This design comes from an exercise in tuning for small area, a short achievable clock period and few clock cycles per item on the open sky130 flow, not from production work.
RTL that was checked went through simulation tests only; none was proved equivalent to the original.
No activity file was given, so power comes from the tool's default toggle rates.

== rev 12 ==
// csr_index_generator
module csr_index_generator
(
    input  logic     ap_clk,
    input  logic     areset_generator,
    input  logic     config_valid,
    input  csr_index_pkg::index_t   config_index_start,
    input  csr_index_pkg::index_t   config_index_end,
    input  csr_index_pkg::index_t   config_stride,
    input  csr_index_pkg::address_t config_base_address,
    input  csr_index_pkg::shift_t   config_shift_amount,
    input  logic     config_shift_left,
    input  logic     request_ready,
    output logic     idle,
    output logic     done,
    output logic     request_valid,
    output csr_index_pkg::index_t   request_index,
    output csr_index_pkg::address_t request_address
);
clock: 7.0 ns
lec_check: 0
cap_margin: 20
core_margin: 2
core_utilization: 40
slew_margin: 20
run.sh (not shown) runs the stock make flow with config.mk's settings and CLKGATE_MAP_FILE= SYNTH_SCRIPT=/design/flow/synth_recipe.tcl, a recipe that flattens the netlist after the stock synthesis.
No stage failed in rev 12, and the final checks on the layout all came back clean.
Setup changes, rev 12 to rev 13
Settings: setting SETUP_SLACK_MARGIN to 3.5 for the first time.
[summary]
- In rev 13 relative to rev 12, post-detailed-placement cell area had gone up slightly.
- Measured against rev 12, the number of global-route vias before repair of rev 13 comes out at 1.05 times the reference value.
- Clock network fraction of design power is higher on rev 12
- Rev 12 has higher final critical path time including I/O delays and setup than rev 13.
- Hold slack (rev 13 over rev 12): decrease, 0.0097 ns
- What rev 12 reported for clock power has to be multiplied by 0.913 to get the figure for rev 13.
No run of this note included a check of the RTL's function; only the layout flow was run.

* * *

csr_index_generator, a different RTL version from the one above (not shown whole).
For scale: roughly 1400 cells after synthesis, ~300 flip-flops, roughly 210 I/O pins, ~0.017 mm^2 of cells after synthesis.
Design csr_index_generator, start of the top module:
module csr_index_generator
(
    input  logic     ap_clk,
    input  logic     areset_generator,
    input  logic     config_valid,
    input  csr_index_pkg::index_t   config_index_start,
    input  csr_index_pkg::index_t   config_index_end,
    input  csr_index_pkg::index_t   config_stride,
    input  csr_index_pkg::address_t config_base_address,
    input  csr_index_pkg::shift_t   config_shift_amount,
    input  logic     config_shift_left,
    input  logic     request_ready,
    output logic     idle,
    output logic     done,
    output logic     request_valid,
    output csr_index_pkg::index_t   request_index,
    output csr_index_pkg::address_t request_address
);
==> flow/config.mk <==
export PLATFORM = sky130hd
export DESIGN_NAME = csr_index_generator
export DESIGN_NICKNAME = csr_index_generator
export VERILOG_FILES = /design/flow/design.v
export SDC_FILE = /design/flow/constraint.sdc
export NUM_CORES = 4
export LEC_CHECK = 0
export CAP_MARGIN = 20
export CORE_MARGIN = 2
export CORE_UTILIZATION = 65
export CTS_BUF_LIST = sky130_fd_sc_hd__clkbuf_8
export CTS_CLUSTER_DIAMETER = 60
export CTS_CLUSTER_SIZE = 16
export SETUP_SLACK_MARGIN = 4.0
export SLEW_MARGIN = 20
==> flow/constraint.sdc <==
create_clock -name core_clock -period 7.0 [get_ports {ap_clk}]
set_input_delay 1.4000 -clock core_clock [delete_from_list [all_inputs] [get_ports {ap_clk}]]
set_output_delay 1.4000 -clock core_clock [all_outputs]
set_load 0.01 [all_outputs]
standard.sh (not shown) runs the stock make flow with config.mk's settings and CLKGATE_MAP_FILE= SYNTH_SCRIPT=/design/flow/synth_recipe.tcl, a recipe that flattens the netlist after the stock synthesis.
==> flow/flow/run.sh <==
#!/bin/bash
# Standard layout, with plain buffers (instead of delay cells) on the ports
set -euo pipefail
bash standard.sh "BUFFER_PORTS_ARGS=-buffer_cell sky130_fd_sc_hd__buf_2" finish > standard.log 2>&1
Testbench counts at the start, summed over its fixed seeds: cycles 27,423, items 23,020.
Edit:
Settings changed: CTS_CLUSTER_DIAMETER 60 to unset, CTS_CLUSTER_SIZE 16 to unset.
What happened: Global-route usage came out higher by 0.41 points; area after synthesis is unchanged; power came out higher by 5.4%; cell count came out higher by 2.1%; clock power came out higher by about 40%; die area stays the same; critical path depth came out lower by 1; sequential cell count stays the same; sequential share of layout area came out lower by 0.64 points; count of clock-buffer cells in the layout came out higher by 24.
Edit:
Settings changed: CORE_UTILIZATION 65 to 40, CTS_BUF_LIST sky130_fd_sc_hd__clkbuf_8 to unset.
Routed wire length is higher by a little under a tenth.
Non-clock buffer count is higher by 2.
Utilization is lower by 28 points.
Total power is higher by a little under a tenth.
Cell area is higher by a few percent.
Edit:
==> flow/flow/run.sh (replaced) <==
#!/bin/bash
# Standard layout, with plain buffers (instead of delay cells) on the ports
set -euo pipefail
bash standard.sh "BUFFER_PORTS_ARGS=-buffer_cell sky130_fd_sc_hd__buf_1" finish > standard.log 2>&1
Settings changed: CORE_UTILIZATION 40 to 65.
What happened: Worst setup slack improved by 61 ps; non-clock buffer count climbs by 3; final area went down by a few percent; cell count decreases by roughly a tenth.
Edit:
==> flow/flow/run.sh (replaced) <==
#!/bin/bash
# Standard layout, with plain buffers (instead of delay cells) on the ports
set -euo pipefail
bash standard.sh "BUFFER_PORTS_ARGS=-buffer_cell sky130_fd_sc_hd__buf_2" finish > standard.log 2>&1
Settings changed: CTS_BUF_LIST set to sky130_fd_sc_hd__clkbuf_16, CTS_CLUSTER_DIAMETER set to 80, CTS_CLUSTER_SIZE set to 30.
Result: The new run ran to the end with no violations. Wire length went down by about 0.9%. Clock skew rose by 13 ps. Sequential share of layout area increases by 0.77 points. Clock power goes down by about 40%. Design area falls by 1.6%. Worst setup slack gains 48 ps. Maximum frequency came out higher by 1.7%. Via count went down by about 1%. Final cell count came out lower by 1.9%. Hold slack is about the same. Utilization decreases by 1.2 points.
Edit:
Settings changed: CORE_UTILIZATION 65 to 70.
Result:
- The new run ran to the end with no violations
- via count rose by 0.91%
- final area fell by 1.0%
- total power fell by 0.94%
- clock power fell by about 4.5%
- global-route usage rose by 2.5 points
- worst hold slack improves by 11 ps

afterwards: timing with drivers on the ports:
The flow's constraints put no driver on any port. The routed layouts listed below were extracted and timed again, unchanged, in two steps.
Step 1 sets driving cells, clkbuf_16 on the clock port and buf_2 on the other inputs (assumed; they add their load-dependent delay and slew).
Step 2 also shifts input and output timing later by t, the mid clock arrival at the registers, as if the neighbouring blocks saw the same clock.
Slacks: no drivers / after step 1 / after step 2; pairs: no drivers / after step 1.
run | t, ns | setup slack, ns | worst hold slack (ns)
rev 12 | 0.595 | 1.731 / 1.731 / 1.731 | 0.507 / 0.507 / 0.507
rev 13 | 0.599 | 2.552 / 2.552 / 2.552 | 0.497 / 0.497 / 0.497
the first run of note 2 | 0.613 | 4.075 / 4.075 / 3.583 | 0.418 / 0.418 / 0.418
the second run of note 2 | 0.612 | 4.110 / 4.110 / 3.583 | 0.409 / 0.409 / 0.409
the third run of note 2 | 0.578 | 4.030 / 4.057 / 3.479 | 0.411 / 0.411 / 0.411
the fourth run of note 2 | 0.594 | 4.090 / 4.090 / 3.579 | 0.407 / 0.407 / 0.407
the fifth run of note 2 | 0.551 | 4.138 / 4.138 / 3.625 | 0.410 / 0.410 / 0.410
the sixth run of note 2 | 0.552 | 4.045 / 4.045 / 3.570 | 0.421 / 0.421 / 0.421
After both steps setup and hold are still met in every run listed. For the third run of note 2, which loses most, drivers alone change the setup slack by +0.027 ns; drivers and shift together by -0.551 ns.
